What follows belongs to an exercise in optimizing a design on an open flow for small area; a production flow would make more cautious choices.
Where RTL was checked, it was by simulation tests only, not by an equivalence proof against the original.
Function not checked in runs 1 and 3: the RTL went through the layout flow alone.
Power and IR drop assume default switching activity.

<file path="design/flow/config.mk">
export PLATFORM = sky130hd
export DESIGN_NAME = flow_control_top
export DESIGN_NICKNAME = flow_control_top
export VERILOG_FILES = /design/flow/design.v
export SDC_FILE = /design/flow/constraint.sdc
export NUM_CORES = 4
export LEC_CHECK = 0
export CAP_MARGIN = 20
export CORE_MARGIN = 2
export CORE_UTILIZATION = 30
export PLACE_DENSITY = 0.5
export SLEW_MARGIN = 20
export SYNTH_HIERARCHICAL = 1
export SYNTH_MINIMUM_KEEP_SIZE = 0
</file>
<file path="design/flow/constraint.sdc">
create_clock -name core_clock -period 12.0 [get_ports {pixel_clk_i}]
set_input_delay 2.4000 -clock core_clock [delete_from_list [all_inputs] [get_ports {pixel_clk_i}]]
set_output_delay 2.4000 -clock core_clock [all_outputs]
set_load 0.01 [all_outputs]
</file>
<file path="design/flow/design.v">
package flow_ctrl_pkg;
    localparam int IN_DATA_W    = 48;             
    localparam int IN_LANES     = 4;
    localparam int ENTRY_W      = IN_DATA_W + IN_LANES;
    localparam int OUT_DATA_W   = 96;             
    localparam int OUT_LANES    = 4;
    localparam int BYTE_VALID_W = 12;
    localparam int PIPE_SLOTS   = 8;
    typedef logic [5:0] data_type_t;
    localparam data_type_t DT_RAW8   = 6'h2A;
    localparam data_type_t DT_RAW10  = 6'h2B;
    localparam data_type_t DT_RGB888 = 6'h24;
    typedef logic [1:0] ppc_code_t;
    typedef logic [7:0]  raw8_t;
    typedef logic [9:0]  raw10_t;
    typedef logic [23:0] rgb888_t;
    typedef logic [3:0] fill_t;                   
    localparam logic [7:0] CTRL_ADDR   = 8'h0;
    localparam logic [7:0] STATUS_ADDR = 8'h4;
endpackage
module flow_cfg_apb (
    input  logic                      pixel_clk_i,
    input  logic                      pixel_reset_n_i,
    input  logic                      psel_i,
    input  logic                      penable_i,
    input  logic                      pwrite_i,
    input  logic [7:0]                paddr_i,
    input  logic [31:0]               pwdata_i,
    input  logic                      overflow_pulse_i,
    output logic [31:0]               prdata_o,
    output logic                      pready_o,
    output logic                      pslverr_o,
    output flow_ctrl_pkg::ppc_code_t  ppc_code_o,
    output flow_ctrl_pkg::data_type_t data_type_o
);
    logic access;
    logic ctrl_sel;
    logic status_sel;
    logic overflow_q;
    assign access     = psel_i & penable_i;                   
    assign ctrl_sel   = paddr_i == flow_ctrl_pkg::CTRL_ADDR;
    assign status_sel = paddr_i == flow_ctrl_pkg::STATUS_ADDR;
    assign pready_o  = 1'b1;                                  
    assign pslverr_o = access & ~ctrl_sel & ~status_sel;
    always_comb begin
        prdata_o = '0;
        if (ctrl_sel) begin
            prdata_o[1:0]  = ppc_code_o;
            prdata_o[13:8] = data_type_o;
        end else if (status_sel) begin
            prdata_o[0] = overflow_q;
        end
    end
    always_ff @(posedge pixel_clk_i or negedge pixel_reset_n_i) begin
        if (!pixel_reset_n_i) begin
            ppc_code_o  <= '0;
            data_type_o <= '0;
        end else if (access && pwrite_i && ctrl_sel) begin
            ppc_code_o  <= pwdata_i[1:0];
            data_type_o <= pwdata_i[13:8];
        end
    end
    always_ff @(posedge pixel_clk_i or negedge pixel_reset_n_i) begin
        if (!pixel_reset_n_i) begin
            overflow_q <= 1'b0;
        end else if (overflow_pulse_i) begin
            overflow_q <= 1'b1;                               
        end else if (access && pwrite_i && status_sel && pwdata_i[0]) begin
            overflow_q <= 1'b0;
        end
    end
endmodule
module sync_marker_encoder (
    input  logic                                pixel_clk_i,
    input  logic                                pixel_reset_n_i,
    input  logic                                frame_valid_i,
    input  logic [flow_ctrl_pkg::IN_DATA_W-1:0] byte_data_i,
    input  logic [flow_ctrl_pkg::IN_LANES-1:0]  byte_valid_i,
    output logic [flow_ctrl_pkg::ENTRY_W-1:0]   entry_o,
    output logic                                entry_we_o
);
    logic frame_valid_q;
    logic fv_rise;
    logic fv_fall;
    always_ff @(posedge pixel_clk_i or negedge pixel_reset_n_i) begin
        if (!pixel_reset_n_i) begin
            frame_valid_q <= 1'b0;
        end else begin
            frame_valid_q <= frame_valid_i;
        end
    end
    assign fv_rise = frame_valid_i & ~frame_valid_q;
    assign fv_fall = ~frame_valid_i & frame_valid_q;
    always_comb begin
        entry_o = '0;                                         
        if (fv_rise) begin
            entry_o[flow_ctrl_pkg::IN_LANES-1:0] = '1;        
        end else if (!fv_fall) begin
            entry_o = {byte_data_i, byte_valid_i};
        end
    end
    assign entry_we_o = fv_rise | fv_fall | (|byte_valid_i);
endmodule
module throttle_buffer (
    input  logic                              pixel_clk_i,
    input  logic                              pixel_reset_n_i,
    input  logic [flow_ctrl_pkg::ENTRY_W-1:0] wr_data_i,
    input  logic                              wr_en_i,
    input  logic                              pop_i,
    output logic [flow_ctrl_pkg::ENTRY_W-1:0] rd_data_o,
    output logic                              empty_o,
    output logic                              overflow_pulse_o
);
    localparam int SLOTS = 31;
    logic [flow_ctrl_pkg::ENTRY_W-1:0] mem [SLOTS];
    logic [4:0]                        wr_ptr;
    logic [4:0]                        last_ptr;              
    logic [4:0]                        used;
    logic                              full_q;
    logic                              wr_ok;
    logic [SLOTS-1:0]                  rd_sel;
    assign empty_o          = used == '0;
    assign wr_ok            = wr_en_i & ~full_q;
    assign overflow_pulse_o = wr_en_i & full_q;               
    always_ff @(posedge pixel_clk_i or negedge pixel_reset_n_i) begin
        if (!pixel_reset_n_i) begin
            wr_ptr   <= '0;
            last_ptr <= 5'd30;
            used     <= '0;
            full_q   <= 1'b0;
        end else begin
            full_q <= used >= 5'd30;
            used   <= used + {4'd0, wr_ok} - {4'd0, pop_i};
            if (wr_ok) begin
                wr_ptr <= (wr_ptr == 5'd30) ? 5'd0 : wr_ptr + 5'd1;
            end
            if (pop_i) begin
                last_ptr <= (last_ptr == 5'd30) ? 5'd0 : last_ptr + 5'd1;
            end
        end
    end
    always_ff @(posedge pixel_clk_i) begin
        if (wr_ok) begin
            mem[wr_ptr] <= wr_data_i;
        end
    end
    always_comb begin
        for (int i = 0; i < SLOTS; i++) rd_sel[i] = last_ptr == 5'(i);
    end
    for (genvar b = 0; b < flow_ctrl_pkg::ENTRY_W; b++) begin : g_rd
        logic [SLOTS-1:0] col;
        for (genvar i = 0; i < SLOTS; i++) begin : g_col
            assign col[i] = mem[i][b];
        end
        ao_sel #(.N(SLOTS)) rd_or_i (.sel_i(rd_sel), .d_i(col), .y_o(rd_data_o[b]));
    end
endmodule
module ao_sel #(
    parameter int N = 8
) (
    input  logic [N-1:0] sel_i,
    input  logic [N-1:0] d_i,
    output logic         y_o
);
    localparam int T = N / 3;                                 
    localparam int G = T + N % 3;                             
    if (N <= 2) begin : g_small
        assign y_o = |(sel_i & d_i);
    end else begin : g_tree
        logic [G-1:0] g_n;                                    
        for (genvar k = 0; k < T; k++) begin : g_grp
            aoi222 aoi_i (
                .a1(sel_i[3*k]),   .a2(d_i[3*k]),
                .b1(sel_i[3*k+1]), .b2(d_i[3*k+1]),
                .c1(sel_i[3*k+2]), .c2(d_i[3*k+2]),
                .y(g_n[k])
            );
        end
        for (genvar k = T; k < G; k++) begin : g_one
            assign g_n[k] = ~(sel_i[3*T+k-T] & d_i[3*T+k-T]);
        end
        if (G <= 4) begin : g_last
            assign y_o = ~(&g_n);
        end else begin : g_two
            logic [(G+3)/4-1:0] part;
            for (genvar q = 0; q < (G + 3) / 4; q++) begin : g_part
                localparam int HI = (4 * q + 3 < G) ? 4 * q + 3 : G - 1;
                assign part[q] = ~(&g_n[HI:4*q]);
            end
            assign y_o = |part;
        end
    end
endmodule
module aoi222 (
    input  logic a1, a2, b1, b2, c1, c2,
    output logic y
);
    assign y = ~((a1 & a2) | (b1 & b2) | (c1 & c2));
endmodule
module raw_pipe #(
    parameter int PIX_W = 8
) (
    input  logic                                pixel_clk_i,
    input  logic [7:0]                          hold_i,
    input  logic [7:0]                          sh1_i,
    input  logic [7:0]                          sh2_i,
    input  logic [7:0]                          sh4_i,
    input  logic [7:0][3:0]                     lane_sel_i,
    input  logic [flow_ctrl_pkg::IN_DATA_W-1:0] in_data_i,
    output logic [4*PIX_W-1:0]                  lanes_o
);
    logic [7:0][PIX_W-1:0] slots_q;
    logic [7:0][PIX_W-1:0] slots_d;
    for (genvar j = 0; j < 8; j++) begin : g_slot
        localparam int NSH = (j + 1 <= 7 ? 1 : 0) + (j + 2 <= 7 ? 1 : 0) + (j + 4 <= 7 ? 1 : 0);
        localparam int LO  = (j > 4) ? j - 4 : 0;
        localparam int N   = 1 + NSH + 4 - LO;
        logic [N-1:0] sel;
        assign sel[0] = hold_i[j];
        if (NSH >= 1) begin : g_s1
            assign sel[1] = sh1_i[j];
        end
        if (NSH >= 2) begin : g_s2
            assign sel[2] = sh2_i[j];
        end
        if (NSH >= 3) begin : g_s4
            assign sel[3] = sh4_i[j];
        end
        for (genvar i = LO; i < 4; i++) begin : g_lsel
            assign sel[1 + NSH + i - LO] = lane_sel_i[j][i];
        end
        for (genvar b = 0; b < PIX_W; b++) begin : g_bit
            logic [N-1:0] col;
            assign col[0] = slots_q[j][b];
            if (NSH >= 1) begin : g_s1
                assign col[1] = slots_q[(j + 1) % 8][b];
            end
            if (NSH >= 2) begin : g_s2
                assign col[2] = slots_q[(j + 2) % 8][b];
            end
            if (NSH >= 3) begin : g_s4
                assign col[3] = slots_q[(j + 4) % 8][b];
            end
            for (genvar i = LO; i < 4; i++) begin : g_ln
                assign col[1 + NSH + i - LO] = in_data_i[i*PIX_W + b];
            end
            ao_sel #(.N(N)) ao_i (.sel_i(sel), .d_i(col), .y_o(slots_d[j][b]));
        end
    end
    always_ff @(posedge pixel_clk_i) begin
        slots_q <= slots_d;
    end
    assign lanes_o = slots_q[3:0];
endmodule
module rgb_pipe (
    input  logic                                pixel_clk_i,
    input  logic                                pixel_reset_n_i,
    input  logic [5:0]                          hold_i,
    input  logic [5:0]                          sh1_i,
    input  logic [5:0]                          sh2_i,
    input  logic [5:0]                          sh4_i,
    input  logic [5:0]                          l0_sel_i,
    input  logic [5:0]                          l1_sel_i,
    input  logic [flow_ctrl_pkg::IN_DATA_W-1:0] in_data_i,
    output logic [95:0]                         lanes_o
);
    logic [5:0][23:0] slots_q;
    logic [5:0][23:0] slots_d;
    for (genvar j = 0; j < 6; j++) begin : g_slot
        localparam int NSH = (j + 1 <= 5 ? 1 : 0) + (j + 2 <= 5 ? 1 : 0) + (j + 4 <= 5 ? 1 : 0);
        localparam int NL  = (j <= 4) ? 2 : 1;
        localparam int N   = 1 + NSH + NL;
        logic [N-1:0] sel;
        assign sel[0] = hold_i[j];
        if (NSH >= 1) begin : g_s1
            assign sel[1] = sh1_i[j];
        end
        if (NSH >= 2) begin : g_s2
            assign sel[2] = sh2_i[j];
        end
        if (NSH >= 3) begin : g_s4
            assign sel[3] = sh4_i[j];
        end
        if (NL == 2) begin : g_l0
            assign sel[1 + NSH] = l0_sel_i[j];
        end
        assign sel[N - 1] = l1_sel_i[j];
        for (genvar b = 0; b < 24; b++) begin : g_bit
            logic [N-1:0] col;
            assign col[0] = slots_q[j][b];
            if (NSH >= 1) begin : g_s1
                assign col[1] = slots_q[(j + 1) % 6][b];
            end
            if (NSH >= 2) begin : g_s2
                assign col[2] = slots_q[(j + 2) % 6][b];
            end
            if (NSH >= 3) begin : g_s4
                assign col[3] = slots_q[(j + 4) % 6][b];
            end
            if (NL == 2) begin : g_l0
                assign col[1 + NSH] = in_data_i[b];
            end
            assign col[N - 1] = in_data_i[24 + b];
            ao_sel #(.N(N)) ao_i (.sel_i(sel), .d_i(col), .y_o(slots_d[j][b]));
        end
    end
    always_ff @(posedge pixel_clk_i or negedge pixel_reset_n_i) begin
        if (!pixel_reset_n_i) begin
            slots_q <= '0;
        end else begin
            slots_q <= slots_d;
        end
    end
    assign lanes_o = {slots_q[3], slots_q[2], slots_q[1], slots_q[0]};
endmodule
module stream_output_stage (
    input  logic                                   pixel_clk_i,
    input  logic                                   pixel_reset_n_i,
    input  logic                                   stream_stall_i,
    input  logic                                   empty_i,
    input  logic [flow_ctrl_pkg::ENTRY_W-1:0]      entry_i,
    input  flow_ctrl_pkg::ppc_code_t               ppc_code_i,
    input  flow_ctrl_pkg::data_type_t              data_type_i,
    input  logic [31:0]                            raw8_lanes_i,
    input  logic [39:0]                            raw10_lanes_i,
    input  logic [95:0]                            rgb888_lanes_i,
    output logic                                   pop_o,
    output logic [7:0]                             raw_hold_o,
    output logic [7:0]                             raw_sh1_o,
    output logic [7:0]                             raw_sh2_o,
    output logic [7:0]                             raw_sh4_o,
    output logic [7:0][3:0]                        raw_lane_sel_o,
    output logic [5:0]                             rgb_hold_o,
    output logic [5:0]                             rgb_sh1_o,
    output logic [5:0]                             rgb_sh2_o,
    output logic [5:0]                             rgb_sh4_o,
    output logic [5:0]                             rgb_l0_sel_o,
    output logic [5:0]                             rgb_l1_sel_o,
    output logic                                   frame_valid_sync_o,
    output logic [flow_ctrl_pkg::OUT_DATA_W-1:0]   pixel_data_o,
    output logic [flow_ctrl_pkg::OUT_LANES-1:0]    pixel_valid_o,
    output logic [flow_ctrl_pkg::BYTE_VALID_W-1:0] byte_valid_o
);
    localparam flow_ctrl_pkg::fill_t POP_LIMIT =
        flow_ctrl_pkg::fill_t'(flow_ctrl_pkg::PIPE_SLOTS - flow_ctrl_pkg::IN_LANES);
    logic                                 entry_valid_q;    
    logic                                 in_frame_q;
    flow_ctrl_pkg::fill_t                 fill_q;
    flow_ctrl_pkg::fill_t                 fill_o;           
    flow_ctrl_pkg::fill_t                 fill_next;
    flow_ctrl_pkg::fill_t                 ppc_fill;
    flow_ctrl_pkg::fill_t                 insert_cnt;
    logic [2:0]                           shift;
    logic                                 insert;
    logic                                 extract;
    logic [flow_ctrl_pkg::IN_LANES-1:0]   mask;
    logic [flow_ctrl_pkg::IN_LANES-1:0]   fit_mask;
    logic                                 is_start;
    logic                                 is_end;
    logic                                 end_pending_q;    
    logic                                 end_seen;
    logic                                 end_done;
    logic                                 type_ok;
    logic                                 is_raw8;
    logic                                 is_raw10;
    logic                                 is_rgb;
    logic [1:0]                           bytes_pp;
    logic [3:0]                           n_bytes;
    logic [3:0][3:0]                      lane_pos;         
    assign mask = entry_i[flow_ctrl_pkg::IN_LANES-1:0];
    assign is_start = entry_valid_q & ~in_frame_q & (&mask) &
                      (entry_i[flow_ctrl_pkg::ENTRY_W-1:flow_ctrl_pkg::IN_LANES] == '0);
    assign is_end   = entry_valid_q & (mask == '0);
    assign insert   = entry_valid_q & in_frame_q & ~is_end;
    always_comb begin
        case (ppc_code_i)
            2'd0:    shift = 3'd1;
            2'd1:    shift = 3'd2;
            default: shift = 3'd4;
        endcase
    end
    assign ppc_fill = {1'b0, shift};
    assign is_raw8  = data_type_i == flow_ctrl_pkg::DT_RAW8;
    assign is_raw10 = data_type_i == flow_ctrl_pkg::DT_RAW10;
    assign is_rgb   = data_type_i == flow_ctrl_pkg::DT_RGB888;
    assign type_ok  = is_raw8 | is_raw10 | is_rgb;
    assign fit_mask = is_rgb ? 4'b0011 : 4'b1111;             
    assign bytes_pp = is_rgb ? 2'd3 : is_raw10 ? 2'd2 : 2'd1;
    assign n_bytes = {1'b0, shift} * {2'b00, bytes_pp};
    always_comb begin
        insert_cnt = '0;
        for (int i = 0; i < flow_ctrl_pkg::IN_LANES; i++) begin
            insert_cnt = insert_cnt + {3'b000, mask[i] & fit_mask[i]};
        end
    end
    assign extract   = ~stream_stall_i & (fill_q >= ppc_fill);
    assign fill_o    = extract ? fill_q - ppc_fill : fill_q;
    assign end_seen  = is_end | end_pending_q;
    assign end_done  = end_seen & (fill_o < ppc_fill);
    assign fill_next = end_done ? '0 : (insert ? fill_o + insert_cnt : fill_o);
    assign pop_o     = ~empty_i & ~stream_stall_i & (fill_next <= POP_LIMIT) &
                       ~(end_seen & ~end_done);
    always_comb begin
        lane_pos[0] = fill_o;
        lane_pos[1] = fill_o + {3'd0, mask[0]};
        lane_pos[2] = fill_o + {3'd0, mask[0]} + {3'd0, mask[1]};
        lane_pos[3] = fill_o + {3'd0, mask[0]} + {3'd0, mask[1]} + {3'd0, mask[2]};
        for (int j = 0; j < 8; j++) begin
            raw_hold_o[j] = (4'(j) < fill_o) & ~extract;
            raw_sh1_o[j]  = (4'(j) < fill_o) & extract & shift[0];
            raw_sh2_o[j]  = (4'(j) < fill_o) & extract & shift[1];
            raw_sh4_o[j]  = (4'(j) < fill_o) & extract & shift[2];
            for (int i = 0; i < 4; i++) begin
                raw_lane_sel_o[j][i] = mask[i] & (lane_pos[i] == 4'(j));
            end
        end
        for (int j = 0; j < 6; j++) begin
            rgb_l0_sel_o[j] = insert & mask[0] & (lane_pos[0] == 4'(j));
            rgb_l1_sel_o[j] = insert & mask[1] & (lane_pos[1] == 4'(j));
            rgb_hold_o[j]   = ~rgb_l0_sel_o[j] & ~rgb_l1_sel_o[j] & ~extract;
            rgb_sh1_o[j]    = ~rgb_l0_sel_o[j] & ~rgb_l1_sel_o[j] & extract & shift[0];
            rgb_sh2_o[j]    = ~rgb_l0_sel_o[j] & ~rgb_l1_sel_o[j] & extract & shift[1];
            rgb_sh4_o[j]    = ~rgb_l0_sel_o[j] & ~rgb_l1_sel_o[j] & extract & shift[2];
        end
    end
    always_ff @(posedge pixel_clk_i or negedge pixel_reset_n_i) begin
        if (!pixel_reset_n_i) begin
            entry_valid_q      <= 1'b0;
            end_pending_q      <= 1'b0;
            in_frame_q         <= 1'b0;
            fill_q             <= '0;
            frame_valid_sync_o <= 1'b0;
            pixel_valid_o      <= '0;
            byte_valid_o       <= '0;
        end else begin
            entry_valid_q <= pop_o;                           
            fill_q        <= fill_next;                       
            end_pending_q <= end_seen & ~end_done;
            if (is_start) begin
                in_frame_q <= 1'b1;
            end else if (end_done) begin
                in_frame_q <= 1'b0;
            end
            if (!stream_stall_i) begin
                frame_valid_sync_o <= in_frame_q | is_start;  
                pixel_valid_o <= (extract && type_ok) ? ~(4'hF << shift) : '0;
                byte_valid_o  <= (extract && type_ok) ? ~(12'hFFF << n_bytes) : '0;
            end
        end
    end
    logic [3:0] out_sel;
    logic [95:0] pixel_data_d;
    assign out_sel = {stream_stall_i, ~stream_stall_i & is_raw8,
                      ~stream_stall_i & is_raw10, ~stream_stall_i & is_rgb};
    for (genvar b = 0; b < 96; b++) begin : g_out
        if (b < 32) begin : g4
            ao_sel #(.N(4)) ao_i (
                .sel_i(out_sel),
                .d_i({pixel_data_o[b], raw8_lanes_i[b], raw10_lanes_i[b], rgb888_lanes_i[b]}),
                .y_o(pixel_data_d[b])
            );
        end else if (b < 40) begin : g3
            ao_sel #(.N(3)) ao_i (
                .sel_i({out_sel[3], out_sel[1:0]}),
                .d_i({pixel_data_o[b], raw10_lanes_i[b], rgb888_lanes_i[b]}),
                .y_o(pixel_data_d[b])
            );
        end else begin : g2
            ao_sel #(.N(2)) ao_i (
                .sel_i({out_sel[3], out_sel[0]}),
                .d_i({pixel_data_o[b], rgb888_lanes_i[b]}),
                .y_o(pixel_data_d[b])
            );
        end
    end
    always_ff @(posedge pixel_clk_i) begin
        pixel_data_o <= pixel_data_d;
    end
endmodule
module flow_control_top (
    input  logic                                   pixel_clk_i,
    input  logic                                   pixel_reset_n_i,
    input  logic                                   psel_i,
    input  logic                                   penable_i,
    input  logic                                   pwrite_i,
    input  logic [7:0]                             paddr_i,
    input  logic [31:0]                            pwdata_i,
    input  logic                                   frame_valid_i,
    input  logic [flow_ctrl_pkg::IN_DATA_W-1:0]    byte_data_i,
    input  logic [flow_ctrl_pkg::IN_LANES-1:0]     byte_valid_i,
    input  logic                                   stream_stall_i,
    output logic [31:0]                            prdata_o,
    output logic                                   pready_o,
    output logic                                   pslverr_o,
    output logic                                   frame_valid_sync_o,
    output logic [flow_ctrl_pkg::OUT_DATA_W-1:0]   pixel_data_o,
    output logic [flow_ctrl_pkg::OUT_LANES-1:0]    pixel_valid_o,
    output logic [flow_ctrl_pkg::BYTE_VALID_W-1:0] byte_valid_o
);
    logic [flow_ctrl_pkg::ENTRY_W-1:0]                wr_entry;
    logic                                             wr_entry_we;
    logic [flow_ctrl_pkg::ENTRY_W-1:0]                rd_entry;
    logic                                             buf_empty;
    logic                                             overflow_pulse;
    logic                                             pop;
    flow_ctrl_pkg::ppc_code_t                         ppc_code;
    flow_ctrl_pkg::data_type_t                        data_type;
    logic [31:0]        raw8_lanes;
    logic [39:0]       raw10_lanes;
    logic [95:0]      rgb888_lanes;
    flow_cfg_apb cfg_i (
        .pixel_clk_i, .pixel_reset_n_i, .psel_i, .penable_i, .pwrite_i, .paddr_i,
        .pwdata_i, .overflow_pulse_i(overflow_pulse), .prdata_o, .pready_o, .pslverr_o,
        .ppc_code_o(ppc_code), .data_type_o(data_type)
    );
    sync_marker_encoder enc_i (
        .pixel_clk_i, .pixel_reset_n_i, .frame_valid_i, .byte_data_i, .byte_valid_i,
        .entry_o(wr_entry), .entry_we_o(wr_entry_we)
    );
    throttle_buffer buf_i (
        .pixel_clk_i, .pixel_reset_n_i, .wr_data_i(wr_entry), .wr_en_i(wr_entry_we),
        .pop_i(pop), .rd_data_o(rd_entry), .empty_o(buf_empty),
        .overflow_pulse_o(overflow_pulse)
    );
    logic [7:0]      raw_hold, raw_sh1, raw_sh2, raw_sh4;
    logic [7:0][3:0] raw_lane_sel;
    logic [5:0]      rgb_hold, rgb_sh1, rgb_sh2, rgb_sh4, rgb_l0_sel, rgb_l1_sel;
    raw_pipe #(.PIX_W(8)) raw8_pipe_i (
        .pixel_clk_i, .hold_i(raw_hold), .sh1_i(raw_sh1), .sh2_i(raw_sh2), .sh4_i(raw_sh4),
        .lane_sel_i(raw_lane_sel),
        .in_data_i(rd_entry[flow_ctrl_pkg::ENTRY_W-1:flow_ctrl_pkg::IN_LANES]),
        .lanes_o(raw8_lanes)
    );
    raw_pipe #(.PIX_W(10)) raw10_pipe_i (
        .pixel_clk_i, .hold_i(raw_hold), .sh1_i(raw_sh1), .sh2_i(raw_sh2), .sh4_i(raw_sh4),
        .lane_sel_i(raw_lane_sel),
        .in_data_i(rd_entry[flow_ctrl_pkg::ENTRY_W-1:flow_ctrl_pkg::IN_LANES]),
        .lanes_o(raw10_lanes)
    );
    rgb_pipe rgb888_pipe_i (
        .pixel_clk_i, .pixel_reset_n_i, .hold_i(rgb_hold), .sh1_i(rgb_sh1), .sh2_i(rgb_sh2),
        .sh4_i(rgb_sh4), .l0_sel_i(rgb_l0_sel), .l1_sel_i(rgb_l1_sel),
        .in_data_i(rd_entry[flow_ctrl_pkg::ENTRY_W-1:flow_ctrl_pkg::IN_LANES]),
        .lanes_o(rgb888_lanes)
    );
    stream_output_stage out_i (
        .pixel_clk_i, .pixel_reset_n_i, .stream_stall_i, .empty_i(buf_empty),
        .entry_i(rd_entry), .ppc_code_i(ppc_code), .data_type_i(data_type),
        .raw8_lanes_i(raw8_lanes), .raw10_lanes_i(raw10_lanes),
        .rgb888_lanes_i(rgb888_lanes), .pop_o(pop),
        .raw_hold_o(raw_hold), .raw_sh1_o(raw_sh1), .raw_sh2_o(raw_sh2), .raw_sh4_o(raw_sh4),
        .raw_lane_sel_o(raw_lane_sel),
        .rgb_hold_o(rgb_hold), .rgb_sh1_o(rgb_sh1), .rgb_sh2_o(rgb_sh2), .rgb_sh4_o(rgb_sh4),
        .rgb_l0_sel_o(rgb_l0_sel), .rgb_l1_sel_o(rgb_l1_sel),
        .frame_valid_sync_o, .pixel_data_o, .pixel_valid_o, .byte_valid_o
    );
endmodule
</file>
<file path="design/flow/run.sh">
#!/bin/bash
# synth_recipe.tcl (not shown) runs the flow's synth.tcl, then flattens the netlist and writes it again
# the make line also repeats each setting of config.mk as NAME=value (left out here)
make -C /OpenROAD-flow-scripts/flow DESIGN_CONFIG=/design/flow/config.mk WORK_HOME=/design/flow/orfs CLKGATE_MAP_FILE= SYNTH_SCRIPT=/design/flow/synth_recipe.tcl finish
</file>
==> results of run 1 <==
[worst min path at each step]
stage / start / end / slack [ns] / cells past startpoint
after floorplan: buf_i.used[0]$_DFF_PN0_ / buf_i.full_q$_DFF_PN0_ / 0.46 / 1
after global placement: out_i.pixel_data_o[18]$_DFF_P_ / out_i.pixel_data_o[18]$_DFF_P_ / 0.44 / 1
after detailed placement: out_i.pixel_data_o[29]$_DFF_P_ / out_i.pixel_data_o[29]$_DFF_P_ / 0.44 / 1
after CTS: out_i.pixel_data_o[0]$_DFF_P_ / out_i.pixel_data_o[0]$_DFF_P_ / 0.46 / 1
after global routing: out_i.pixel_data_o[9]$_DFF_P_ / out_i.pixel_data_o[9]$_DFF_P_ / 0.47 / 1
final: out_i.pixel_data_o[18]$_DFF_P_ / out_i.pixel_data_o[18]$_DFF_P_ / 0.45 / 1
[layout by cell type, fill, tap and decap left out, types with 38 or more instances in the layout]
cell / count
clkbuf_16: 214
a22o_1: 100
a222oi_1: 962
nand3_1: 104
clkinv_2: 46
buf_4: 196
nor2_4: 62
dfxtp_1: 240
dfrtp_1: 190
clkinv_1: 46
edfxtp_1: 1612
clkdlybuf4s50_1: 194
a22oi_1: 122
nor2_1: 73
a21bo_1: 74
nand4_1: 110
nand2_1: 252
a2111o_1: 52
inv_1: 38
[worst max-delay path, cell delays in order (launching register included)]
cell	delay [ns]
dfstp_2	0.58
nand2b_1	0.73
nor2_4	0.25
buf_4	0.41
a222oi_1	0.40
nand4_1	0.24
a2111o_1	0.58
inv_1	0.22
fa_1	0.46
fa_1	0.48
fa_1	0.52
nand2_1	0.07
and3_1	0.17
o21ai_0	0.18
nand4_1	0.20
a211oi_4	0.73
ha_1	0.35
inv_1	0.06
ha_1	0.16
inv_1	0.06
fa_1	0.42
nand2b_1	0.16
a21oi_1	0.16
xnor2_1	0.13
[report_power, final]
group | total (mW) | switching, mW | leakage [nW] | internal, mW
Clock | 6.69 | 2.90 | 3.48 | 3.79
Sequential | 8.82 | 0.318 | 19.4 | 8.50
Combinational | 7.26 | 5.53 | 8.70 | 1.73
Total | 22.8 | 8.75 | 31.5 | 14.0
[per-stage QoR]
step	total power, mW	area, sq um	util (%)
final	22.8	92100	35.5
after global routing	23.5	92100	35.5
after CTS	22.6	92000	35.5
after detailed placement	15.9	84800	32.7
after global placement	15.9	84800	32.7
after floorplan	12.5	78200	-
[flip-flops by register name (all words and copies together) (netlist names), 2 cells and up]
name and flops:
raw10_pipe_i.slots_q 80, out_i.byte_valid_o 12, buf_i.used 5, cfg_i.data_type_o 6
out_i.pixel_valid_o 4, raw8_pipe_i.slots_q 64, buf_i.wr_ptr 5, out_i.pixel_data_o 96
buf_i.mem 1612, rgb888_pipe_i.slots_q 144, buf_i.last_ptr 5, out_i.fill_q 4
cfg_i.ppc_code_o 2
[routing by layer]
layer | share of wire, % | up-vias | track usage, %
met5 | 0.0041 | - | 0
met4 | 3.0 | 2 | 5.88
met3 | 9.4 | 358 | 3.54
met2 | 45 | 2937 | 30.2
met1 | 42 | 26600 | 27.4
li1 | - | 21300 | -
[area by class of cell]
cell class                      count  area (sq um)  share of cell area, %
Timing Repair Buffer              394          3480                   3.78
Inverter                           42           158                  0.171
Antenna cell                        3          7.51                0.00815
Multi-Input combinational cell   2274         19000                   20.6
Tap cell                         3402          4260                   4.62
Clock buffer                      258          5650                   6.14
Clock inverter                    139          1490                   1.61
Sequential cell                  2046         58100                   63.1
==> impl_results.md, run 1 <==
- Cts hold-fix bufs: 0
- Hpwl dp: 161 mm
- Tcrit/Tclk final: 65.1%
- CTS buffer count: 210
- Cts repair resizes: 0
- DRC viols: 0
- IO Port Bufs: 196
- Clock-pin slew on the worst setup and hold paths: 0.06 ns
- Worst Clk Skew: 0.0800 ns
- Via Count: 51200
- Drt total wl: 266 mm
- Final WS setup: 4.19 ns
- CTS tree: built
- Reg-to-reg startpoint: buf_i.last_ptr[3]$_DFFE_PN1P_
- Critical path origin: buf_i.last_ptr[3]$_DFFE_PN1P_
- Worst EP required: 12.76 ns
- Leakage: 31.5 nW
- Post-route ant nets: 0
- Ratio of cells with drive above 1 in the final layout: 13.6%
- Worst Hold Class: register to register
- Synthesized area per cell: 17.1 sq um
- Row Count: 187
- Die Ht: 514 um
- Setup Fix Bufs, Post-CTS: 0
- Hold slack final: 0.454 ns
- CP Max Fanout: 27
- Vias in the first global route: 49200
- Final #Nets: 5110
- Slew headroom: 16.9%
- Die width: 514 um
- Final setup vio count: 0
- Max Root-Sink Buffers: 3
- Fin Setup TNS: 0 ns
- Die footprint: 0.264 sq mm
- FF-to-FF setup slack: 4.19 ns
- Total GRT Usage: 19.4%
- Total grt overflow: 0
- Synth Instances: 4560
- Worst-Skew Late Latency: 0.89 ns
- Filler cells: 24500
- Largest net degree at the start of global routing: 97
- Final Non-Filler Cells: 8558
- Critical Path Source Type: register
- Max Fclk: 0.128 GHz
- R2R Path End: buf_i.used[4]$_DFF_PN0_
- Outcome: no timing/DRC/antenna violations
- Core Box Area: 0.259 sq mm
- # Max-Cap Violations: 0
- Peak VDD IR: 0.196 mV
- DR vias/cell: 5.98
- Inst Count DP: 8155
- Critical Path End: buf_i.used[4]$_DFF_PN0_
- Avg WL per Cell: 31.1 um
- Reg2Reg Depth: 23
- Synthesized area: 0.0781 sq mm
- Root buffer cell: clkbuf_16
- CP arrival: 8.57 ns
- Cell Pwr Density: 247 mW/mm^2
- Initial antenna violation count: 9
- Synth Warn #: 13
- Syn-to-layout area delta: 17.9%
- CTS sink count: 2046
- Tightest Pin Transition: 1.25 ns
- Worst slack, placed: 3.97 ns
- Initial drt markers: 10400
- Routability cong.: 0.863
- First-pass GRT wire length: 374 mm
- Critical Path Sink Type: register
- Final count of hold timing violations: 0
- Crit path kind: register to register
- RSZ-0062 raised after global routing: false
- I/O pin count: 246
- Drt first pass iters: 15
- H-tree Lvls: 4
- Initial Utilization: 30.1%
- Final min period: 7.81 ns
- Final Max Slew Viols: 0
==> run 2, diff against run 1 <==
--- a/design/flow/design.v
+++ b/design/flow/design.v
@@ -262,10 +262,13 @@
     input  logic [5:0]                          l0_sel_i,
     input  logic [5:0]                          l1_sel_i,
     input  logic [flow_ctrl_pkg::IN_DATA_W-1:0] in_data_i,
-    output logic [95:0]                         lanes_o
+    output logic [95:0]                         lanes_o,
+    output logic [3:0]                          lane_zero_o   
 );
     logic [5:0][23:0] slots_q;
     logic [5:0][23:0] slots_d;
+    logic [5:0]       zero_q;
+    logic [5:0]       zero_d;
     for (genvar j = 0; j < 6; j++) begin : g_slot
         localparam int NSH = (j + 1 <= 5 ? 1 : 0) + (j + 2 <= 5 ? 1 : 0) + (j + 4 <= 5 ? 1 : 0);
         localparam int NL  = (j <= 4) ? 2 : 1;
@@ -304,14 +307,27 @@
             ao_sel #(.N(N)) ao_i (.sel_i(sel), .d_i(col), .y_o(slots_d[j][b]));
         end
     end
+    always_comb begin
+        for (int j = 0; j < 6; j++) begin
+            zero_d[j] = ~(l0_sel_i[j] | l1_sel_i[j]) &
+                        ~(hold_i[j] & ~zero_q[j]) &
+                        ~(sh1_i[j] & (j + 1 <= 5) & ~zero_q[(j + 1) % 6]) &
+                        ~(sh2_i[j] & (j + 2 <= 5) & ~zero_q[(j + 2) % 6]) &
+                        ~(sh4_i[j] & (j + 4 <= 5) & ~zero_q[(j + 4) % 6]);
+        end
+    end
     always_ff @(posedge pixel_clk_i or negedge pixel_reset_n_i) begin
         if (!pixel_reset_n_i) begin
-            slots_q <= '0;
+            zero_q <= '1;
         end else begin
-            slots_q <= slots_d;
+            zero_q <= zero_d;
         end
     end
-    assign lanes_o = {slots_q[3], slots_q[2], slots_q[1], slots_q[0]};
+    always_ff @(posedge pixel_clk_i) begin
+        slots_q <= slots_d;
+    end
+    assign lanes_o     = {slots_q[3], slots_q[2], slots_q[1], slots_q[0]};
+    assign lane_zero_o = zero_q[3:0];
 endmodule
 module stream_output_stage (
     input  logic                                   pixel_clk_i,
@@ -324,6 +340,7 @@
     input  logic [31:0]                            raw8_lanes_i,
     input  logic [39:0]                            raw10_lanes_i,
     input  logic [95:0]                            rgb888_lanes_i,
+    input  logic [3:0]                             rgb888_zero_i,   
     output logic                                   pop_o,
     output logic [7:0]                             raw_hold_o,
     output logic [7:0]                             raw_sh1_o,
@@ -448,26 +465,29 @@
             end
         end
     end
-    logic [3:0] out_sel;
+    logic [2:0]  out_sel;
+    logic [3:0]  rgb_sel;                                     
     logic [95:0] pixel_data_d;
-    assign out_sel = {stream_stall_i, ~stream_stall_i & is_raw8,
-                      ~stream_stall_i & is_raw10, ~stream_stall_i & is_rgb};
+    assign out_sel = {stream_stall_i, ~stream_stall_i & is_raw8, ~stream_stall_i & is_raw10};
+    always_comb begin
+        for (int k = 0; k < 4; k++) rgb_sel[k] = ~stream_stall_i & is_rgb & ~rgb888_zero_i[k];
+    end
     for (genvar b = 0; b < 96; b++) begin : g_out
         if (b < 32) begin : g4
             ao_sel #(.N(4)) ao_i (
-                .sel_i(out_sel),
+                .sel_i({out_sel, rgb_sel[b / 24]}),
                 .d_i({pixel_data_o[b], raw8_lanes_i[b], raw10_lanes_i[b], rgb888_lanes_i[b]}),
                 .y_o(pixel_data_d[b])
             );
         end else if (b < 40) begin : g3
             ao_sel #(.N(3)) ao_i (
-                .sel_i({out_sel[3], out_sel[1:0]}),
+                .sel_i({out_sel[2], out_sel[0], rgb_sel[b / 24]}),
                 .d_i({pixel_data_o[b], raw10_lanes_i[b], rgb888_lanes_i[b]}),
                 .y_o(pixel_data_d[b])
             );
         end else begin : g2
             ao_sel #(.N(2)) ao_i (
-                .sel_i({out_sel[3], out_sel[0]}),
+                .sel_i({out_sel[2], rgb_sel[b / 24]}),
                 .d_i({pixel_data_o[b], rgb888_lanes_i[b]}),
                 .y_o(pixel_data_d[b])
             );
@@ -508,6 +528,7 @@
     logic [31:0]        raw8_lanes;
     logic [39:0]       raw10_lanes;
     logic [95:0]      rgb888_lanes;
+    logic [3:0]       rgb888_zero;
     flow_cfg_apb cfg_i (
         .pixel_clk_i, .pixel_reset_n_i, .psel_i, .penable_i, .pwrite_i, .paddr_i,
         .pwdata_i, .overflow_pulse_i(overflow_pulse), .prdata_o, .pready_o, .pslverr_o,
@@ -541,13 +562,14 @@
         .pixel_clk_i, .pixel_reset_n_i, .hold_i(rgb_hold), .sh1_i(rgb_sh1), .sh2_i(rgb_sh2),
         .sh4_i(rgb_sh4), .l0_sel_i(rgb_l0_sel), .l1_sel_i(rgb_l1_sel),
         .in_data_i(rd_entry[flow_ctrl_pkg::ENTRY_W-1:flow_ctrl_pkg::IN_LANES]),
-        .lanes_o(rgb888_lanes)
+        .lanes_o(rgb888_lanes),
+        .lane_zero_o(rgb888_zero)
     );
     stream_output_stage out_i (
         .pixel_clk_i, .pixel_reset_n_i, .stream_stall_i, .empty_i(buf_empty),
         .entry_i(rd_entry), .ppc_code_i(ppc_code), .data_type_i(data_type),
         .raw8_lanes_i(raw8_lanes), .raw10_lanes_i(raw10_lanes),
-        .rgb888_lanes_i(rgb888_lanes), .pop_o(pop),
+        .rgb888_lanes_i(rgb888_lanes), .rgb888_zero_i(rgb888_zero), .pop_o(pop),
         .raw_hold_o(raw_hold), .raw_sh1_o(raw_sh1), .raw_sh2_o(raw_sh2), .raw_sh4_o(raw_sh4),
         .raw_lane_sel_o(raw_lane_sel),
         .rgb_hold_o(rgb_hold), .rgb_sh1_o(rgb_sh1), .rgb_sh2_o(rgb_sh2), .rgb_sh4_o(rgb_sh4),
==> design/flow/flow/run.sh (new file) <==
#!/bin/bash
# Layout flow: the standard layout (standard.sh) with a lighter clock tree
# (no dummy loads, clkbuf_8 leaf clusters of up to 14 sinks) and single-drive
# port buffers. standard.sh's own output goes to standard_flow.log; ORFS keeps
# each step's log under orfs/logs.
set -euo pipefail
export CTS_ARGS="-sink_clustering_enable -repair_clock_nets -dont_use_dummy_load -buf_list sky130_fd_sc_hd__clkbuf_8 -sink_clustering_size 14 -sink_clustering_max_diameter 50"
export BUFFER_PORTS_ARGS="-buffer_cell sky130_fd_sc_hd__buf_1"
bash standard.sh > standard_flow.log 2>&1
==> design/flow/standard.sh (new file) <==
#!/bin/bash
# synth_recipe.tcl (not shown) runs the flow's synth.tcl, then flattens the netlist and writes it again
# the make line also repeats each setting of config.mk as NAME=value (left out here)
make -C /OpenROAD-flow-scripts/flow DESIGN_CONFIG=/design/flow/config.mk WORK_HOME=/design/flow/orfs CLKGATE_MAP_FILE= SYNTH_SCRIPT=/design/flow/synth_recipe.tcl "${@:-finish}"
--- a/design/flow/config.mk
+++ b/design/flow/config.mk
@@ -7,8 +7,8 @@
 export LEC_CHECK = 0
 export CAP_MARGIN = 20
 export CORE_MARGIN = 2
-export CORE_UTILIZATION = 30
-export PLACE_DENSITY = 0.5
+export CORE_UTILIZATION = 35
+export PLACE_DENSITY = 0.55
 export SLEW_MARGIN = 20
 export SYNTH_HIERARCHICAL = 1
 export SYNTH_MINIMUM_KEEP_SIZE = 0
removed: design/flow/run.sh
==> run 2 against run 1 <==
Against the previous run: still clean; highest routed layer is now met4; register-to-register slack worse by 0.20 ns; global-route usage is 3.2 points higher; cell count is 6.9% lower; critical path type unchanged.
==> impl_results.md, run 2 <==
- Outcome: no timing/DRC/antenna violations
- Initial drt markers: 12400 (+19%)
- Row Count: 173 (-7.5%)
- Setup Fix Bufs, Post-CTS: 0 (unchanged)
- Reg-to-reg startpoint: buf_i.last_ptr[2]$_DFFE_PN1P_
- Final min period: 8.01 ns (+0.203 ns)
- FF-to-FF setup slack: 3.99 ns (-0.20 ns)
- Hold Path Origin: out_i.pixel_data_o[25]$_DFF_P_
- Worst EP required: 12.82 ns (+0.06 ns)
- Biggest regs: buf_i.mem x1612, rgb888_pipe_i.slots_q x144, out_i.pixel_data_o x96
- CP most frequent cell: fa_1
- Max Root-Sink Buffers: 3 (unchanged)
- Avg WL per Cell: 33.2 um (+7.0%)
- CP delay by family, top: adder cells
- Int Power: 12.1 mW (-14%)
- Final count of hold timing violations: 0 (unchanged)
- Final #Nets: 5121 (+0.22%)
- Die width: 476 um (-7.5%)
- Sw frac: 42.3% (+3.8 points)
- Final Non-Filler Cells: 7964 (-6.9%)
- CTS tree: built
- Gate power share: 40.1% (+8.2 points)
- RSZ-0062 raised after global routing: false
- Register with the most flip-flops: buf_i.mem
- Hold path cells: 1 (unchanged)
- Leakage: 28.3 nW (-10%)
- Synthesized area per cell: 16.9 sq um (-1.4%)
- Placed cell area: 0.0829 sq mm (-2.3%)
- Final setup vio count: 0 (unchanged)
- Total grt overflow: 0 (unchanged)
- R2R Path End: buf_i.used[4]$_DFF_PN0_
- CTS buffer count: 192 (-8.6%)
- Clock power frac: 17.5% (-12 points)
- Cts hold-fix bufs: 0 (unchanged)
- Worst Hold Path EP: out_i.pixel_data_o[25]$_DFF_P_
- DRC viols: 0 (unchanged)
- Crit path kind: register to register
- Worst Hold Class: register to register
- Total GRT Usage: 22.6% (+3.2 points)
- Fin area: 0.0856 sq mm (-7.0%)
- Total power: 20.9 mW (-8.2%)
- Initial Utilization: 35.1% (+5.0 points)
- Largest net degree at the start of global routing: 82 (-15%)
- Inst Count DP: 7756 (-4.9%)
- Crit-path max cell delay: 0.77 ns (+0.04 ns)
- Ratio of cells with drive above 1 in the final layout: 11.5% (-2.2 points)
- I/O pin count: 246 (unchanged)
- Initial antenna violation count: 12 (+3)
- Max Fclk: 0.125 GHz (-2.5%)
- Core Box Area: 0.222 sq mm (-15%)
- Clock-pin slew on the worst setup and hold paths: 0.06 ns (about the same)
- Cts repair resizes: 0 (unchanged)
- IO Port Bufs: 196 (unchanged)
- Slew headroom: 20.9% (+4.0 points)
- Hpwl dp: 151 mm (-6.2%)
- CP cell instances: nand2b_1 > nor2_4 > buf_4 > a222oi_1 > nand2_1 > a2111o_1 > inv_1 > fa_1 > fa_1 > fa_1 > nand2_1 > and3_1 > o21ai_0 > nand4b_1 > a211oi_2 > ha_1 > inv_1 > ha_1 > inv_1 > fa_1 > nand2b_1 > a21oi_1 > xnor2_1
- Cell Pwr Density: 244 mW/mm^2 (-1.2%)
- CTS sink count: 2052 (+0.29%)
- Reg2Reg Depth: 23 (unchanged)
- Tcrit/Tclk final: 66.8% (+1.7 points)
- # Max-Cap Violations: 0 (unchanged)
- First-pass GRT wire length: 370 mm (-1.1%)
- Worst Clk Skew: 0.183 ns (+0.103 ns)
- Slowest cell on crit path: a211oi_2
- Max reg flops: 1612 (unchanged)
- Post-route ant nets: 0 (unchanged)
- Drt total wl: 265 mm (-0.44%)
- Tightest Pin Transition: 1.18 ns (-0.0629 ns)
- Syn-to-layout area delta: 10.0%
- Drt first pass iters: 15 (unchanged)
- Critical Path Sink Type: register
- H-tree Lvls: 4 (unchanged)
- CP Buf/Inv Count: 4 (unchanged)
- Synth Instances: 4608 (+1.1%)
- Most common cell after layout, fill and taps aside: edfxtp_1
- Die Ht: 476 um (-7.5%)
- Worst-Skew Late Latency: 1.01 ns (+0.12 ns)
- Via Count: 51700 (+1.1%)
- CP arrival: 8.84 ns (+0.27 ns)
- Most frequent cells in the layout: 1612 x edfxtp_1, 964 x a222oi_1, 384 x dfxtp_1, 248 x nand2_1, 194 x buf_1
- Routability cong.: 0.851 (-1.5%)
- Fin Setup TNS: 0 ns (unchanged)
- Final Max Slew Viols: 0 (unchanged)
- Vias in the first global route: 49200 (+0.018%)
- Peak VDD IR: 0.218 mV (+11%)
- Root buffer cell: clkbuf_8
- Synthesized area: 0.0778 sq mm (-0.37%)
- Switch Pwr: 8.83 mW (+0.97%)
- Reg power frac: 42.4% (+3.7 points)
- Critical Path Source Type: register
- Synth Warn #: 13 (unchanged)
- DR vias/cell: 6.50 (+8.6%)
- Die footprint: 0.226 sq mm (-14%)
- CP Max Fanout: 39 (+44%)
[run 2: cell types whose count changed in the layout (fill, tap and decap cells not counted), moves of 22 or more]
cell	previous run	this run
clkinv_1	46	0
clkbuf_1	31	0
dfrtp_1	190	46
clkbuf_16	214	0
nor3_2	3	25
clkdlybuf4s50_1	194	0
dfxtp_1	240	384
buf_1	0	194
clkinv_2	46	0
nor2_1	73	50
clkbuf_8	13	192
[run 2: how the worst max path moves through the flow]
| stage | end | cells past startpoint | slack, ns | from |
|---|---|---|---|---|
| 4_1_cts | buf_i.used[4]$_DFF_PN0_ | 23 | 4.15 | buf_i.last_ptr[2]$_DFFE_PN1P_ |
| 6_report | buf_i.used[4]$_DFF_PN0_ | 23 | 3.99 | buf_i.last_ptr[2]$_DFFE_PN1P_ |
| 3_5_place_dp | buf_i.used[4]$_DFF_PN0_ | 23 | 4.17 | buf_i.last_ptr[2]$_DFFE_PN1P_ |
| 3_3_place_gp | buf_i.used[4]$_DFF_PN0_ | 23 | 4.20 | buf_i.last_ptr[2]$_DFFE_PN1P_ |
| 2_1_floorplan | rgb888_pipe_i.slots_q[48]$_DFF_P_ | 16 | 4.33 | buf_i.last_ptr[1]$_DFFE_PN1P_ |
| 5_1_grt | buf_i.used[4]$_DFF_PN0_ | 23 | 3.69 | buf_i.last_ptr[2]$_DFFE_PN1P_ |
[run 2: through the flow]
stage	worst slack (ns)	util (%)	hold slack, ns
finish	3.99	38.6	0.453
global route	3.69	38.6	0.474
CTS	4.15	38.6	0.457
detailed placement	4.17	37.4	0.440
global placement	4.20	37.4	0.434
floorplan	4.33	-	0.464
[run 2: cell type report]
cell class | instances | area, sq um
Clock buffer | 192 | 2640
Timing Repair Buffer | 388 | 2220
Antenna cell | 12 | 30.0
Multi-Input combinational cell | 2297 | 19300
Fill cell | 20500 | 136000
Inverter | 48 | 180
Tap cell | 2975 | 3720
Sequential cell | 2052 | 57500
[run 2: worst register-to-register path, cell delays in order (launching register included)]
cell and delay [ns]:
dfstp_2 0.60, nand2b_1 0.50, nor2_4 0.72, buf_4 0.76, a222oi_1 0.21, nand2_1 0.18
a2111o_1 0.35, inv_1 0.20, fa_1 0.54, fa_1 0.48, fa_1 0.52, nand2_1 0.07
and3_1 0.17, o21ai_0 0.17, nand4b_1 0.16, a211oi_2 0.77, ha_1 0.36, inv_1 0.06
ha_1 0.16, inv_1 0.06, fa_1 0.42, nand2b_1 0.16, a21oi_1 0.17, xnor2_1 0.13
[run 2: layer usage]
layer	track usage (%)	wire, um
met1	31.1	105000
met2	35.8	122000
met3	4.79	31000
met4	6.91	7570
met5	0	0
[run 2: power by group through the flow]
stage | Combinational [mW] | Sequential [mW] | Clock (mW)
after detailed placement | 8.13 | 9.01 | 0
after CTS | 8.15 | 8.85 | 3.70
after floorplan | 4.43 | 8.93 | 0
after global placement | 8.01 | 8.99 | 0
final | 8.39 | 8.87 | 3.65
after global routing | 8.76 | 8.92 | 3.96
==> run 3, diff against run 2 <==
--- a/design/flow/design.v
+++ b/design/flow/design.v
@@ -139,9 +139,25 @@
             end
         end
     end
-    always_ff @(posedge pixel_clk_i) begin
-        if (wr_ok) begin
-            mem[wr_ptr] <= wr_data_i;
+    logic [SLOTS-1:0] row_we;
+    logic [SLOTS-1:0] row_keep;
+    always_comb begin
+        for (int i = 0; i < SLOTS; i++) begin
+            row_we[i]   = wr_ok & (wr_ptr == 5'(i));
+            row_keep[i] = ~row_we[i];
+        end
+    end
+    for (genvar i = 0; i < SLOTS; i++) begin : g_row
+        logic [flow_ctrl_pkg::ENTRY_W-1:0] row_d;
+        for (genvar b = 0; b < flow_ctrl_pkg::ENTRY_W; b++) begin : g_bit
+            ao_sel #(.N(2)) hold_i (
+                .sel_i({row_we[i], row_keep[i]}),
+                .d_i({wr_data_i[b], mem[i][b]}),
+                .y_o(row_d[b])
+            );
+        end
+        always_ff @(posedge pixel_clk_i) begin
+            mem[i] <= row_d;
         end
     end
     always_comb begin
==> run 3 against run 2 <==
Against the previous run: still clean on timing, DRC and antenna; routed wire length increased by 20%; synthesized cell count rose by 36%; worst hold slack improved by 0.0043 ns; clock skew is 0.051 ns lower; global-route usage grew 4.5 points; count of clock-buffer cells in the layout decreased by 8; largest power group unchanged; highest routed layer is now met5.
==> impl_results.md, run 3 <==
- Outcome: no timing/DRC/antenna violations
- R2R Path End: buf_i.used[4]$_DFF_PN0_
- Cell Pwr Density: 272 mW/mm^2 (+11%)
- CTS buffer count: 184 (-4.2%)
- Via Count: 66800 (+29%)
- DR vias/cell: 7.03 (+8.2%)
- Worst Hold Class: register to register
- Hold path cells: 1 (unchanged)
- RSZ-0062 raised after global routing: false
- First-pass GRT wire length: 456 mm (+23%)
- Worst-Skew Late Latency: 0.99 ns (-0.02 ns)
- Synth Warn #: 14 (+1)
- Max Root-Sink Buffers: 3 (unchanged)
- Leakage: 32.3 nW (+14%)
- Slew headroom: 19.9% (-1.1 points)
- Synth Instances: 6255 (+36%)
- Row Count: 170 (-1.7%)
- Slowest cell on crit path: a2111o_1
- Crit path kind: register to register
- Most frequent cells in the layout: 1996 x dfxtp_1, 1715 x a22o_1, 964 x a222oi_1, 248 x nand2_1, 233 x buf_4
- Max Fclk: 0.136 GHz (+8.8%)
- Tightest Pin Transition: 1.20 ns (+0.0190 ns)
- CP Max Fanout: 32 (-18%)
- Hold slack final: 0.457 ns (+0.00431 ns)
- Reg-to-reg startpoint: buf_i.last_ptr[1]$_DFFE_PN1P_
- CP delay by family, top: adder cells
- Avg WL per Cell: 33.3 um (+0.20%)
- CP Depth: 25 (+8.7%)
- Fin area: 0.0835 sq mm (-2.5%)
- Clock-pin slew on the worst setup and hold paths: 0.09 ns (+0.03 ns)
- Routability cong.: 0.844 (-0.72%)
- Worst Clk Skew: 0.132 ns (-0.0506 ns)
- Critical Path Source Type: register
- Syn-to-layout area delta: 10.1% (about the same)
- Root buffer cell: clkbuf_8
- Reg2Reg Depth: 25 (+8.7%)
- Setup Fix Bufs, Post-CTS: 0 (unchanged)
- Worst EP required: 12.79 ns (-0.03 ns)
- Largest net degree at the start of global routing: 84 (+2.4%)
- H-tree Lvls: 4 (unchanged)
- Peak VDD IR: 0.161 mV (-26%)
- I/O pin count: 246 (unchanged)
- Crit-path max cell delay: 0.66 ns (-0.11 ns)
- Hpwl dp: 184 mm (+22%)
- Max reg flops: 1612 (unchanged)
- Worst Hold Path EP: out_i.pixel_data_o[19]$_DFF_P_
- Die Ht: 470 um (-1.2%)
- DRC viols: 0 (unchanged)
- Vias in the first global route: 65100 (+32%)
- IO Port Bufs: 196 (unchanged)
- Placed cell area: 0.0810 sq mm (-2.3%)
- CP Buf/Inv Count: 6 (+2)
- Final #Nets: 6799 (+33%)
- Cts repair resizes: 0 (unchanged)
- Total grt overflow: 0 (unchanged)
- CP arrival: 8.16 ns (-0.68 ns)
- Filler cells: 20700 (+0.82%)
- Final min period: 7.36 ns (-0.649 ns)
- Die width: 470 um (-1.2%)
- CTS tree: built
- Final count of hold timing violations: 0 (unchanged)
- Most common cell after layout, fill and taps aside: dfxtp_1
- Drt first pass iters: 14 (-1)
- Total GRT Usage: 27.1% (+4.5 points)
- Final setup vio count: 0 (unchanged)
- Final WS setup: 4.64 ns (+0.649 ns)
- Critical Path Sink Type: register
- Fin Setup TNS: 0 ns (unchanged)
- Initial drt markers: 12400 (-0.065%)
- Final Max Slew Viols: 0 (unchanged)
- Register with the most flip-flops: buf_i.mem
- FF-to-FF setup slack: 4.64 ns (+0.65 ns)
- Ratio of cells with drive above 1 in the final layout: 9.21% (-2.3 points)
- CTS sink count: 2052 (unchanged)
- Cts hold-fix bufs: 0 (unchanged)
- # Max-Cap Violations: 0 (unchanged)
- Drt total wl: 316 mm (+20%)
- Utilization after layout: 38.8% (+0.20 points)
- Initial Utilization: 35.3% (+0.18 points)
- Hold Path Origin: out_i.pixel_data_o[19]$_DFF_P_
- Tcrit/Tclk final: 61.4% (-5.4 points)
- Worst slack, placed: 4.15 ns (-0.0193 ns)
- Core Box Area: 0.215 sq mm (-3.0%)
- Synthesized area: 0.0759 sq mm (-2.5%)
- Biggest regs: buf_i.mem x1612, rgb888_pipe_i.slots_q x144, out_i.pixel_data_o x96
- Die footprint: 0.221 sq mm (-2.5%)
- Initial antenna violation count: 11 (-1)
- Post-route ant nets: 0 (unchanged)
- Synthesized area per cell: 12.1 sq um (-28%)
-- run 3: report_power, final --
part / internal [mW] / switching (mW)
Clock: 1.36 / 2.32
Sequential: 9.25 / 1.37
Combinational: 3.03 / 5.39
Total: 13.6 / 9.07
-- run 3: per-stage QoR --
step                      total power [mW]  instances
after global routing                  23.6       9496
final                                 22.7       9499
after floorplan                       15.4       6278
after CTS                             22.4       9492
after global placement                18.6       9308
after detailed placement              18.8       9308
-- run 3: how the worst max path moves through the flow --
stage	slack [ns]	endpoint	from
after detailed placement	4.15	buf_i.used[4]$_DFF_PN0_	stream_stall_i
after floorplan	4.70	rgb888_pipe_i.slots_q[48]$_DFF_P_	stream_stall_i
after global routing	4.41	buf_i.used[4]$_DFF_PN0_	buf_i.last_ptr[1]$_DFFE_PN1P_
final	4.64	buf_i.used[4]$_DFF_PN0_	buf_i.last_ptr[1]$_DFFE_PN1P_
after CTS	4.75	buf_i.used[4]$_DFF_PN0_	buf_i.last_ptr[1]$_DFFE_PN1P_
after global placement	4.11	raw10_pipe_i.slots_q[48]$_DFF_P_	stream_stall_i
-- run 3: layout make-up --
| type | instances | area, sq um | share of cell area (%) |
|---|---|---|---|
| Tap cell | 2838 | 3550 | 4.25 |
| Timing Repair Buffer | 429 | 2490 | 2.98 |
| Multi-Input combinational cell | 3923 | 33300 | 39.9 |
| Antenna cell | 7 | 17.5 | 0.0210 |
| Sequential cell | 2052 | 41400 | 49.5 |
| Inverter | 66 | 248 | 0.297 |
| Clock buffer | 184 | 2530 | 3.03 |
-- run 3: layer usage --
| layer | part of all wire [%] | vias up | track usage (%) |
|---|---|---|---|
| met3 | 11 | 793 | 5.98 |
| met4 | 4.2 | 4 | 11.2 |
| met2 | 45 | 4350 | 43.2 |
| met5 | 0.0085 | - | 0 |
| li1 | - | 27800 | - |
| met1 | 40 | 33800 | 35.5 |
==> run 4, diff against run 3 <==
--- a/design/flow/design.v
+++ b/design/flow/design.v
@@ -124,18 +124,18 @@
     assign overflow_pulse_o = wr_en_i & full_q;               
     always_ff @(posedge pixel_clk_i or negedge pixel_reset_n_i) begin
         if (!pixel_reset_n_i) begin
-            wr_ptr   <= '0;
-            last_ptr <= 5'd30;
+            wr_ptr   <= 5'b00001;
+            last_ptr <= 5'b10000;                             
             used     <= '0;
             full_q   <= 1'b0;
         end else begin
             full_q <= used >= 5'd30;
             used   <= used + {4'd0, wr_ok} - {4'd0, pop_i};
             if (wr_ok) begin
-                wr_ptr <= (wr_ptr == 5'd30) ? 5'd0 : wr_ptr + 5'd1;
+                wr_ptr <= {wr_ptr[3:0], wr_ptr[4] ^ wr_ptr[2]};
             end
             if (pop_i) begin
-                last_ptr <= (last_ptr == 5'd30) ? 5'd0 : last_ptr + 5'd1;
+                last_ptr <= {last_ptr[3:0], last_ptr[4] ^ last_ptr[2]};
             end
         end
     end
@@ -143,7 +143,7 @@
     logic [SLOTS-1:0] row_keep;
     always_comb begin
         for (int i = 0; i < SLOTS; i++) begin
-            row_we[i]   = wr_ok & (wr_ptr == 5'(i));
+            row_we[i]   = wr_ok & (wr_ptr == 5'(i + 1));
             row_keep[i] = ~row_we[i];
         end
     end
@@ -161,7 +161,7 @@
         end
     end
     always_comb begin
-        for (int i = 0; i < SLOTS; i++) rd_sel[i] = last_ptr == 5'(i);
+        for (int i = 0; i < SLOTS; i++) rd_sel[i] = last_ptr == 5'(i + 1);
     end
     for (genvar b = 0; b < flow_ctrl_pkg::ENTRY_W; b++) begin : g_rd
         logic [SLOTS-1:0] col;
==> run 4 against run 3 <==
Against the previous run: highest routed layer unchanged; routed wire length rose by 2.7%; still clean; worst setup slack improved by 0.11 ns; sequential cell count unchanged; worst hold slack got worse by 0.0036 ns; largest cell class unchanged; register-to-register slack improved by 0.11 ns; largest power group unchanged; via count about the same.
==> impl_results.md, run 4 <==
- CP most frequent cell: fa_1
- Peak VDD IR: 0.191 mV (+18%)
- Drt first pass iters: 16 (+2)
- DR vias/cell: 7.02 (-0.11%)
- Sw frac: 40.7% (+0.80 points)
- CP cell instances: nand2b_1 > nor2_4 > buf_4 > a222oi_1 > nand4_1 > a2111o_1 > inv_1 > fa_1 > fa_1 > nor2b_1 > o21ai_0 > o32ai_1 > o211a_1 > o211ai_1 > a211oi_1 > buf_4 > ha_1 > inv_1 > ha_1 > fa_1 > a21oi_1 > o21bai_1 > xnor2_1
- Inst Count DP: 9298 (-0.11%)
- Die Ht: 470 um (about the same)
- IO Port Bufs: 196 (unchanged)
- Synth Instances: 6256 (+0.016%)
- Hold Path Origin: out_i.pixel_data_o[1]$_DFF_P_
- Die width: 470 um (about the same)
- Clock power frac: 15.9% (-0.3 points)
- Crit-path max cell delay: 0.74 ns (+0.08 ns)
- Fin Setup TNS: 0 ns (unchanged)
- Worst Hold Class: register to register
- Setup Fix Bufs, Post-CTS: 0 (unchanged)
- Reg2Reg Depth: 23 (-8.0%)
- Cts hold-fix bufs: 0 (unchanged)
- First-pass GRT wire length: 465 mm (+2.1%)
- DRC viols: 0 (unchanged)
- CTS buffer count: 188 (+2.2%)
- Worst slack, placed: 4.51 ns (+0.357 ns)
- Final Non-Filler Cells: 9505 (+0.063%)
- Tcrit/Tclk final: 60.5% (-0.89 points)
- Synthesized area: 0.0759 sq mm (about the same)
- I/O pin count: 246 (unchanged)
- Worst Hold Path EP: out_i.pixel_data_o[1]$_DFF_P_
- R2R Path End: buf_i.used[4]$_DFF_PN0_
- Row Count: 170 (unchanged)
- Synth Warn #: 14 (unchanged)
- # Max-Cap Violations: 0 (unchanged)
- Outcome: no timing/DRC/antenna violations
- Via Count: 66800 (-0.048%)
- Most common cell after layout, fill and taps aside: dfxtp_1
- Critical Path Sink Type: register
- Utilization after layout: 38.9% (+0.069 points)
- Post-route ant nets: 0 (unchanged)
- Leakage: 32.1 nW (-0.68%)
- Critical Path Source Type: register
- Worst Clk Skew: 0.132 ns (-0.000328 ns)
- CP delay by family, top: compound AO/OA/AOI/OAI gates
- Int Power: 13.8 mW (+0.90%)
- Die footprint: 0.220 sq mm (about the same)
- Final setup vio count: 0 (unchanged)
- Slowest cell on crit path: nand2b_1
- Crit path kind: register to register
- Total GRT Usage: 27.9% (+0.74 points)
- CP Buf/Inv Count: 4 (-2)
- Final count of hold timing violations: 0 (unchanged)
- Final #Nets: 6785 (-0.21%)
- Switch Pwr: 9.47 mW (+4.3%)
- Reg-to-reg startpoint: buf_i.last_ptr[1]$_DFFE_PN0P_
- Syn-to-layout area delta: 10.3%
- Drt total wl: 325 mm (+2.7%)
- Max reg flops: 1612 (unchanged)
- CTS sink count: 2052 (unchanged)
- CP arrival: 8.07 ns (-0.09 ns)
- Max Root-Sink Buffers: 3 (unchanged)
- RSZ-0062 raised after global routing: false
- Cts repair resizes: 0 (unchanged)
- Final WS setup: 4.74 ns (+0.107 ns)
- Max Fclk: 0.138 GHz (+1.5%)
- Most frequent cells in the layout: 1996 x dfxtp_1, 1713 x a22o_1, 964 x a222oi_1, 247 x nand2_1, 225 x buf_4
- Ratio of cells with drive above 1 in the final layout: 9.43% (+0.22 points)
- Final min period: 7.26 ns (-0.107 ns)
- Hpwl dp: 185 mm (+0.66%)
- CP Max Fanout: 18 (-44%)
- Final Max Slew Viols: 0 (unchanged)
- Total grt overflow: 0 (unchanged)
- Routability cong.: 0.900 (+6.6%)
- Initial Utilization: 35.3% (about the same)
- Initial antenna violation count: 17 (+6)
- Cell Pwr Density: 278 mW/mm^2 (+2.1%)
- Clock-pin slew on the worst setup and hold paths: 0.09 ns (about the same)
- H-tree Lvls: 4 (unchanged)
- FF-to-FF setup slack: 4.74 ns (+0.11 ns)
- Avg WL per Cell: 34.2 um (+2.6%)
- Register with the most flip-flops: buf_i.mem
- Initial drt markers: 13100 (+6.1%)
- Tightest Pin Transition: 1.23 ns (+0.0301 ns)
- Core Box Area: 0.215 sq mm (unchanged)
- Worst EP required: 12.81 ns (+0.02 ns)
- Largest net degree at the start of global routing: 124 (+48%)
- Biggest regs: buf_i.mem x1612, rgb888_pipe_i.slots_q x144, out_i.pixel_data_o x96
- Reg power frac: 45.6% (-1.2 points)
- Synthesized area per cell: 12.1 sq um (about the same)
- Filler cells: 20600 (-0.28%)
- CTS tree: built
- Worst-Skew Late Latency: 1.02 ns (+0.03 ns)
- Gate power share: 38.5% (+1.4 points)
- Vias in the first global route: 65200 (+0.23%)
- Hold path cells: 1 (unchanged)
- Root buffer cell: clkbuf_8
- Slew headroom: 17.9% (-2.0 points)
## run 4: cell types whose count changed in the layout (fill, tap and decap cells not counted), sizes merged, moves of 13 or more
cell	delta
and2	-13
inv	-27
nand2	+15
nand3	-14
nor2	+36
nor3	-17
## run 4: worst max-delay path by stage
stage,slack (ns),end,from,cells after the start
global route,4.29,buf_i.used[4]$_DFF_PN0_,cfg_i.ppc_code_o[0]$_DFFE_PN0P_,24
detailed placement,4.51,buf_i.used[4]$_DFF_PN0_,stream_stall_i,19
finish,4.74,buf_i.used[4]$_DFF_PN0_,buf_i.last_ptr[1]$_DFFE_PN0P_,23
floorplan,4.84,buf_i.used[4]$_DFF_PN0_,buf_i.last_ptr[3]$_DFFE_PN0P_,22
CTS,4.87,buf_i.used[4]$_DFF_PN0_,buf_i.last_ptr[1]$_DFFE_PN0P_,23
global placement,4.58,buf_i.used[4]$_DFF_PN0_,stream_stall_i,19
## run 4: area by class of cell
type,count,area [sq um],share of cell area (%)
multi-input cells,3945,33500,40.0
clock buffers,188,2590,3.09
inverters,40,150,0.179
well taps,2838,3550,4.24
flip-flops and latches,2052,41400,49.4
diodes,17,42.5,0.0508
repair buffers,425,2490,2.98
## run 4: per-layer routing
metal | GRT usage, % | routed length (um) | up-vias
met2 | 42.9 | 142000 | 4607
met4 | 13.1 | 15900 | 4
met3 | 7.59 | 38800 | 897
met5 | 0 | 26 | -
met1 | 36.2 | 128000 | 33400
li1 | - | - | 27800
## run 4: stage by stage
step | instance area (sq um) | hold WS, ns | power [mW]
floorplan | 75900 | 0.448 | 15.6
global placement | 80900 | 0.435 | 19.0
detailed placement | 81000 | 0.440 | 19.3
CTS | 83600 | 0.461 | 22.9
global route | 83700 | 0.469 | 24.1
finish | 83700 | 0.454 | 23.2
## run 4: power groups by stage
stage	combinational (mW)	sequential, mW	clock (mW)
floorplan	5.33	10.3	0
global placement	8.43	10.6	0
detailed placement	8.64	10.7	0
CTS	8.65	10.5	3.73
global route	9.32	10.8	3.98
finish	8.94	10.6	3.70

[afterwards: timing with drivers on the ports]
The flow's constraints put no driver on any port. The routed layouts listed below were extracted and timed again, unchanged, in two steps. Step 1 sets driving cells, clkbuf_16 on the clock port and buf_2 on the other inputs (assumed; they add their load-dependent delay and slew). Step 2 times the ports against the registers' clock, not the clock port: input delays grow and output delays shrink by t, the midpoint of the rising clock arrivals with the driver on. Three values: ideal, step 1, step 2; two values: the first two.
run	t (ns)	setup slack, ns	worst setup path after step 2	latest minus earliest clock arrival (ns)
run 1	0.945	4.189 / 4.189 / 4.189	register to register	0.080 / 0.081
run 2	1.006	3.987 / 3.987 / 3.987	register to register	0.185 / 0.185
run 3	1.013	4.635 / 4.635 / 4.106	input to register	0.134 / 0.134
run 4	1.038	4.742 / 4.742 / 4.431	input to register	0.134 / 0.133
After both steps setup and hold are still met in every run listed. For run 3, which loses most, drivers alone change the setup slack by 0.000 ns; drivers and shift together by -0.529 ns.
